This design comes from an exercise in tuning for small area, a short achievable clock period and few clock cycles per item on the open sky130 flow, not from production work. The RTL was checked by simulation tests, not by an equivalence proof against the original design. Power figures rest on the tool's default switching activity, not on a simulated workload.

==> flow/design.v <==
`default_nettype none
package bfa_pkg;
  localparam int SLOTS_DEFAULT        = 16;
  localparam int ADDRESS_BITS_DEFAULT = 16;
  localparam int CFG_W    = 5;
  localparam int MODE_W   = 2;
  localparam int SLOT_F_W = 4;
  localparam int SIZE_W   = 16;
  localparam int ADDR_F_W = 16;
  localparam int STATUS_W = 2;
  localparam logic [MODE_W-1:0] MODE_LOAD  = 2'd0;
  localparam logic [MODE_W-1:0] MODE_ALLOC = 2'd1;
  localparam logic [MODE_W-1:0] MODE_READ  = 2'd2;
  localparam logic [STATUS_W-1:0] ST_DONE  = 2'd0;
  localparam logic [STATUS_W-1:0] ST_NOFIT = 2'd1;
  localparam logic [STATUS_W-1:0] ST_RANGE = 2'd2;
  typedef struct packed {
    logic [MODE_W-1:0]   mode;
    logic [SLOT_F_W-1:0] slot;
    logic [SIZE_W-1:0]   size;
    logic [ADDR_F_W-1:0] start_address;
  } bfa_in_t;
  typedef struct packed {
    logic [STATUS_W-1:0] status;
    logic [SLOT_F_W-1:0] chosen_slot;
    logic [ADDR_F_W-1:0] granted_address;
    logic [SIZE_W-1:0]   remaining_size;
  } bfa_out_t;
endpackage
`default_nettype wire
`default_nettype none
module bfa_ram #(
  parameter int WIDTH = 32,
  parameter int DEPTH = 16,
  parameter int AW    = (DEPTH > 1) ? $clog2(DEPTH) : 1
) (
  input  logic             clk,
  input  logic             we,
  input  logic [AW-1:0]    waddr,
  input  logic [WIDTH-1:0] wdata,
  input  logic [AW-1:0]    raddr,
  output logic [WIDTH-1:0] rdata
);
  logic [WIDTH-1:0] mem [DEPTH];
  always_ff @(posedge clk) begin
    if (we) begin
      mem[waddr] <= wdata;
    end
    rdata <= mem[raddr];
  end
endmodule
`default_nettype wire
`default_nettype none
import bfa_pkg::*;
module best_fit_block_allocator_core #(
  parameter int SLOTS        = bfa_pkg::SLOTS_DEFAULT,
  parameter int ADDRESS_BITS = bfa_pkg::ADDRESS_BITS_DEFAULT
) (
  input  logic                      clk,
  input  logic                      rst,
  input  logic                      cfg_valid,
  output logic                      cfg_ready,
  input  logic [bfa_pkg::CFG_W-1:0] cfg_data,
  input  logic                      in_valid,
  output logic                      in_ready,
  input  logic [37:0]               in_data,
  output logic                      out_valid,
  input  logic                      out_ready,
  output logic [37:0]               out_data
);
  localparam int N = 16;
  logic [16*N-1:0] t_size;
  logic [16*N-1:0] t_start;
  logic [N-1:0] mask;
  logic         w_valid;
  logic         w_load, w_alloc, w_read;
  logic [3:0]   w_slot;
  logic [15:0]  w_ops;
  logic [15:0]  w_opa;
  logic         w_cin;
  logic [15:0]  w_req;     
  logic [N*N-1:0] b;
  logic [N*N-1:0] bt;
  logic [N-1:0] l_oh;
  logic [N-1:0] l_below;
  logic [15:0]  l_size;
  logic [15:0]  l_start;
  logic advance;
  logic go;
  assign advance   = !out_valid || out_ready;
  assign go        = w_valid && advance;
  assign in_ready  = !w_valid || advance;
  assign cfg_ready = 1'b1;
  wire [1:0]  i_mode  = in_data[37:36];
  wire [3:0]  i_slot  = in_data[35:32];
  wire [15:0] i_size  = in_data[31:16];
  wire [15:0] i_start = in_data[15:0];
  always_ff @(posedge clk) begin
    if (rst) begin
      mask <= '0;
    end else if (cfg_valid) begin
      for (int k = 0; k < N; k++) mask[k] <= (5'(k) < cfg_data);
    end
  end
  always_ff @(posedge clk) begin
    if (rst) begin
      w_valid <= 1'b0;
    end else if (in_ready) begin
      w_valid <= in_valid;
    end
  end
  always_ff @(posedge clk) begin
    if (in_ready) begin
      w_load  <= in_valid && (i_mode == MODE_LOAD);
      w_alloc <= in_valid && (i_mode == MODE_ALLOC);
      w_read  <= in_valid && (i_mode == MODE_READ);
      w_slot  <= i_slot;
      w_ops   <= (i_mode == MODE_ALLOC) ? ~i_size :
                 (i_mode == MODE_LOAD)  ? i_size  : 16'd0;
      w_opa   <= (i_mode == MODE_ALLOC) ? i_size  :
                 (i_mode == MODE_LOAD)  ? i_start : 16'd0;
      w_cin   <= (i_mode == MODE_ALLOC);
      w_req   <= i_size;
    end
  end
  logic [N-1:0] amask, dec, ldec;
  always_comb begin
    for (int k = 0; k < N; k++) begin
      amask[k] = w_alloc && mask[k];
      dec[k]   = w_read && (w_slot == 4'(k));
      ldec[k]  = w_load && (w_slot == 4'(k));
    end
  end
  logic [N-1:0] win;
  logic         found;
  bfa_pick u_pick (
    .t_size  (t_size),
    .t_start (t_start),
    .req     (w_req),
    .amask   (amask),
    .l_size  (l_size),
    .l_start (l_start),
    .l_oh    (l_oh),
    .l_below (l_below),
    .b       (b),
    .bt      (bt),
    .win     (win),
    .found   (found)
  );
  for (genvar i = 0; i < N; i++) begin : g_b
    for (genvar j = 0; j < N; j++) begin : g_bj
      if (j > i) begin : g_keep
        always_ff @(posedge clk) b[N*i + j] <= bt[N*i + j];
      end else begin : g_zero
        assign b[N*i + j] = 1'b0;
      end
    end
  end
  logic [N-1:0] sel;
  logic [N-1:0] wen;
  logic [15:0]  s_sel, a_sel;
  logic [15:0]  bus_size, bus_start;
  assign sel = win | dec;
  assign wen = (win | ldec) & {N{go}};
  logic [N-1:0] wen_below;
  always_comb begin
    wen_below[0] = 1'b0;
    for (int i = 1; i < N; i++) wen_below[i] = wen_below[i-1] | wen[i-1];
  end
  bfa_upd u_upd (
    .t_size    (t_size),
    .t_start   (t_start),
    .sel       (sel),
    .ops       (w_ops),
    .opa       (w_opa),
    .cin       (w_cin),
    .s_sel     (s_sel),
    .a_sel     (a_sel),
    .bus_size  (bus_size),
    .bus_start (bus_start)
  );
  always_ff @(posedge clk) begin
    for (int i = 0; i < N; i++) begin
      if (wen[i]) begin
        t_size[16*i +: 16]  <= bus_size;
        t_start[16*i +: 16] <= bus_start;
      end
    end
    l_oh    <= wen;
    l_below <= wen_below;
    l_size  <= bus_size;
    l_start <= bus_start;
  end
  logic [3:0]  win_idx;
  logic [37:0] res;
  always_comb begin
    win_idx = '0;
    for (int i = 0; i < N; i++) win_idx = win_idx | (4'(i) & {4{win[i]}});
    if (w_load) begin
      res = {ST_DONE, w_slot, bus_start, bus_size};
    end else if (w_read) begin
      res = {ST_DONE, w_slot, bus_start, bus_size};
    end else if (w_alloc) begin
      if (found) res = {ST_DONE, win_idx, a_sel, bus_size};
      else       res = {ST_NOFIT, 4'd0, 16'd0, 16'd0};
    end else begin
      res = {ST_RANGE, w_slot, 16'd0, 16'd0};
    end
  end
  always_ff @(posedge clk) begin
    if (rst) begin
      out_valid <= 1'b0;
    end else if (advance) begin
      out_valid <= w_valid;
    end
  end
  always_ff @(posedge clk) begin
    if (go) out_data <= res;
  end
endmodule
module bfa_pick #(
  parameter int N = 16
) (
  input  logic [16*N-1:0] t_size,
  input  logic [16*N-1:0] t_start,
  input  logic [15:0]     req,
  input  logic [N-1:0]    amask,
  input  logic [15:0]     l_size,
  input  logic [15:0]     l_start,
  input  logic [N-1:0]    l_oh,
  input  logic [N-1:0]    l_below,
  input  logic [N*N-1:0]  b,
  output logic [N*N-1:0]  bt,
  output logic [N-1:0]    win,
  output logic            found
);
  logic [N-1:0] ge, wb, fits, x;
  logic         fw, y;
  for (genvar j = 0; j < N; j++) begin : g_cmp
    bfa_cmp #(.W(16)) u_ge (.a(t_size[16*j +: 16]), .b(req), .lt(), .ge(ge[j]));
    bfa_cmp #(.W(33)) u_wb (.a({l_size, l_start, 1'b0}),
                            .b({t_size[16*j +: 16], t_start[16*j +: 16], l_below[j]}),
                            .lt(wb[j]), .ge());
  end
  always_comb begin
    fits = amask & ge;
    bt = '0;
    for (int i = 0; i < N; i++) begin
      for (int j = i + 1; j < N; j++) begin
        bt[N*i + j] = l_oh[i] ? wb[j] : (l_oh[j] ? !wb[i] : b[N*i + j]);
      end
    end
    fw = |(fits & l_oh);
    y = 1'b1;
    for (int j = 0; j < N; j++) y = y && (!fits[j] || wb[j] || l_oh[j]);
    for (int i = 0; i < N; i++) begin
      x[i] = fits[i];
      for (int j = 0; j < N; j++) begin
        if (j > i) x[i] = x[i] && (!fits[j] || b[N*i + j] || l_oh[j]);
        if (j < i) x[i] = x[i] && (!fits[j] || !b[N*j + i] || l_oh[j]);
      end
      win[i] = l_oh[i] ? (fits[i] && y) : (x[i] && (!fw || !wb[i]));
    end
    found = |fits;
  end
endmodule
module bfa_upd #(
  parameter int N = 16
) (
  input  logic [16*N-1:0] t_size,
  input  logic [16*N-1:0] t_start,
  input  logic [N-1:0]    sel,
  input  logic [15:0]     ops,
  input  logic [15:0]     opa,
  input  logic            cin,
  output logic [15:0]     s_sel,
  output logic [15:0]     a_sel,
  output logic [15:0]     bus_size,
  output logic [15:0]     bus_start
);
  always_comb begin
    s_sel = '0;
    a_sel = '0;
    for (int i = 0; i < N; i++) begin
      s_sel = s_sel | (t_size[16*i +: 16]  & {16{sel[i]}});
      a_sel = a_sel | (t_start[16*i +: 16] & {16{sel[i]}});
    end
  end
  bfa_add16 u_sub (.a(s_sel), .b(ops), .cin(cin),  .s(bus_size));
  bfa_add16 u_add (.a(a_sel), .b(opa), .cin(1'b0), .s(bus_start));
endmodule
module bfa_add16 (
  input  logic [15:0] a,
  input  logic [15:0] b,
  input  logic        cin,
  output logic [15:0] s
);
  logic [15:0] p, g, t, c;
  assign p = a ^ b;
  assign g = a & b;
  assign t = a | b;
  bfa_carry16 u_c (.g(g), .t(t), .cin(cin), .c(c));
  assign s = p ^ {c[14:0], cin};
endmodule
module bfa_carry16 (
  input  logic [15:0] g,
  input  logic [15:0] t,
  input  logic        cin,
  output logic [15:0] c
);
  logic [15:0] gg [5];
  logic [15:0] pp [5];
  always_comb begin
    gg[0] = g;
    gg[0][0] = g[0] | (t[0] & cin);
    pp[0] = t;
    for (int l = 0; l < 4; l++) begin
      gg[l+1] = gg[l];
      pp[l+1] = pp[l];
      for (int k = (1 << l); k < 16; k++) begin
        gg[l+1][k] = gg[l][k] | (pp[l][k] & gg[l][k - (1 << l)]);
        pp[l+1][k] = pp[l][k] & pp[l][k - (1 << l)];
      end
    end
    c = gg[4];
  end
endmodule
module bfa_cmp #(
  parameter int W = 16
) (
  input  logic [W-1:0] a,
  input  logic [W-1:0] b,
  output logic         lt,
  output logic         ge
);
  logic [W-1:0] l, e;
  assign l = ~a & b;
  assign e = ~a | b;
  bfa_cmp_tree #(.W(W)) u_t (.l(l), .e(e), .lt(lt));
  assign ge = !lt;
endmodule
module bfa_cmp_tree #(
  parameter int W = 16
) (
  input  logic [W-1:0] l,
  input  logic [W-1:0] e,
  output logic         lt
);
  localparam int L = $clog2(W);
  localparam int P = 1 << L;
  logic [P-1:0] ll [L+1];
  logic [P-1:0] ee [L+1];
  always_comb begin
    ll[0] = '0;
    ee[0] = '1;
    ll[0][W-1:0] = l;
    ee[0][W-1:0] = e;
    for (int s = 0; s < L; s++) begin
      ll[s+1] = '0;
      ee[s+1] = '1;
      for (int k = 0; k < (P >> (s + 1)); k++) begin
        ll[s+1][k] = ll[s][2*k+1] || (ee[s][2*k+1] && ll[s][2*k]);
        ee[s+1][k] = ll[s][2*k+1] || (ee[s][2*k+1] && ee[s][2*k]);
      end
    end
    lt = ll[L][0];
  end
endmodule
`default_nettype wire
Settings: LEC_CHECK=0, CAP_MARGIN=20, CORE_MARGIN=2, CORE_UTILIZATION=55, SETUP_SLACK_MARGIN=4.5, SLEW_MARGIN=20, SYNTH_HIERARCHICAL=1, SYNTH_MINIMUM_KEEP_SIZE=0, TNS_END_PERCENT=5; clock period 10.0 ns.
run.sh (not shown) runs the stock make flow with config.mk's settings and CLKGATE_MAP_FILE= SYNTH_SCRIPT=/design/flow/synth_recipe.tcl, a recipe that flattens the netlist after the stock synthesis.
Testbench counts at the start, summed over its fixed seeds: cycles 6,640, items 6,528.
Next try:
--- a/flow/design.v
+++ b/flow/design.v
@@ -131,12 +131,21 @@
       ldec[k]  = w_load && (w_slot == 4'(k));
     end
   end
+  logic [15:0]  next_req;
+  logic [N-1:0] ge_pre;
+  logic [N-1:0] ge_r;
+  assign next_req = in_ready ? i_size : w_req;
+  for (genvar j = 0; j < N; j++) begin : g_ge
+    bfa_cmp #(.W(16)) u_ge (.a(t_size[16*j +: 16]), .b(next_req), .lt(), .ge(ge_pre[j]));
+  end
+  always_ff @(posedge clk) ge_r <= ge_pre;
   logic [N-1:0] win;
   logic         found;
   bfa_pick u_pick (
     .t_size  (t_size),
     .t_start (t_start),
     .req     (w_req),
+    .ge_r    (ge_r),
     .amask   (amask),
     .l_size  (l_size),
     .l_start (l_start),
@@ -224,6 +233,7 @@
   input  logic [16*N-1:0] t_size,
   input  logic [16*N-1:0] t_start,
   input  logic [15:0]     req,
+  input  logic [N-1:0]    ge_r,      
   input  logic [N-1:0]    amask,
   input  logic [15:0]     l_size,
   input  logic [15:0]     l_start,
@@ -234,34 +244,49 @@
   output logic [N-1:0]    win,
   output logic            found
 );
-  logic [N-1:0] ge, wb, fits, x;
-  logic         fw, y;
+  logic [N-1:0] wb, fe, x;
+  logic         gw, fw;
+  bfa_cmp #(.W(16)) u_gw (.a(l_size), .b(req), .lt(), .ge(gw));
   for (genvar j = 0; j < N; j++) begin : g_cmp
-    bfa_cmp #(.W(16)) u_ge (.a(t_size[16*j +: 16]), .b(req), .lt(), .ge(ge[j]));
     bfa_cmp #(.W(33)) u_wb (.a({l_size, l_start, 1'b0}),
                             .b({t_size[16*j +: 16], t_start[16*j +: 16], l_below[j]}),
                             .lt(wb[j]), .ge());
   end
   always_comb begin
-    fits = amask & ge;
+    fe = amask & ge_r & ~l_oh;
+    fw = |(amask & l_oh) && gw;
     bt = '0;
     for (int i = 0; i < N; i++) begin
       for (int j = i + 1; j < N; j++) begin
         bt[N*i + j] = l_oh[i] ? wb[j] : (l_oh[j] ? !wb[i] : b[N*i + j]);
       end
     end
-    fw = |(fits & l_oh);
-    y = 1'b1;
-    for (int j = 0; j < N; j++) y = y && (!fits[j] || wb[j] || l_oh[j]);
     for (int i = 0; i < N; i++) begin
-      x[i] = fits[i];
+      x[i] = fe[i];
       for (int j = 0; j < N; j++) begin
-        if (j > i) x[i] = x[i] && (!fits[j] || b[N*i + j] || l_oh[j]);
-        if (j < i) x[i] = x[i] && (!fits[j] || !b[N*j + i] || l_oh[j]);
+        if (j > i) x[i] = x[i] && (!fe[j] || b[N*i + j]);
+        if (j < i) x[i] = x[i] && (!fe[j] || !b[N*j + i]);
       end
-      win[i] = l_oh[i] ? (fits[i] && y) : (x[i] && (!fw || !wb[i]));
     end
-    found = |fits;
+  end
+  bfa_win u_win (.x(x), .fe(fe), .fw(fw), .wb(wb), .l_oh(l_oh), .win(win), .found(found));
+endmodule
+module bfa_win #(
+  parameter int N = 16
+) (
+  input  logic [N-1:0] x,
+  input  logic [N-1:0] fe,
+  input  logic         fw,
+  input  logic [N-1:0] wb,
+  input  logic [N-1:0] l_oh,
+  output logic [N-1:0] win,
+  output logic         found
+);
+  logic y;
+  always_comb begin
+    y = &(~fe | wb);
+    for (int i = 0; i < N; i++) win[i] = l_oh[i] ? (fw && y) : (x[i] && (!fw || !wb[i]));
+    found = (|fe) || fw;
   end
 endmodule
 module bfa_upd #(
After rerunning: The new run finished with timing, DRC and antenna clean; die area climbs by 1.2%; global-route usage went down by 3.1 points; cell area falls by about 0.6%; count of clock-buffer cells in the layout falls by 3; sequential share of layout area rose by 0.46 points; routed wire length decreases by about 5%; non-clock buffer count goes down by 93; area after synthesis came out higher by about 1.2%; combinational power climbs by 13%; register-to-register slack improved by 240 ps; clock power rises by about 1%; total power went up by about 5.6%.
Testbench counts after the change, summed over its fixed seeds: cycles 6,640, items 6,528.

## re-timing with driven ports
No port has a modelled driver above. Below, the same layouts with a new extraction and two added sets of constraints.
Step 1 sets driving cells, clkbuf_16 on the clock port and buf_2 on the other inputs (assumed; they add their load-dependent delay and slew).
Step 2 moves the port delays by t, midway between the first and last clock arrival at a register: inputs arrive t later, outputs are due t later. That takes back most of the time a late clock gives input paths.
Slacks: no drivers / after step 1 / after step 2; pairs: no drivers / after step 1.
run | t (ns) | setup slack, ns | worst hold slack (ns) | latest minus earliest clock arrival (ns) | worst data-port slew with drivers (ns)
the first run | 0.768 | 3.495 / 3.495 / 3.495 | 0.475 / 0.475 / 0.475 | 0.030 / 0.030 | 0.05
the second run | 0.766 | 3.738 / 3.738 / 3.738 | 0.478 / 0.478 / 0.478 | 0.045 / 0.045 | 0.04
After both steps every run listed still meets setup and hold.
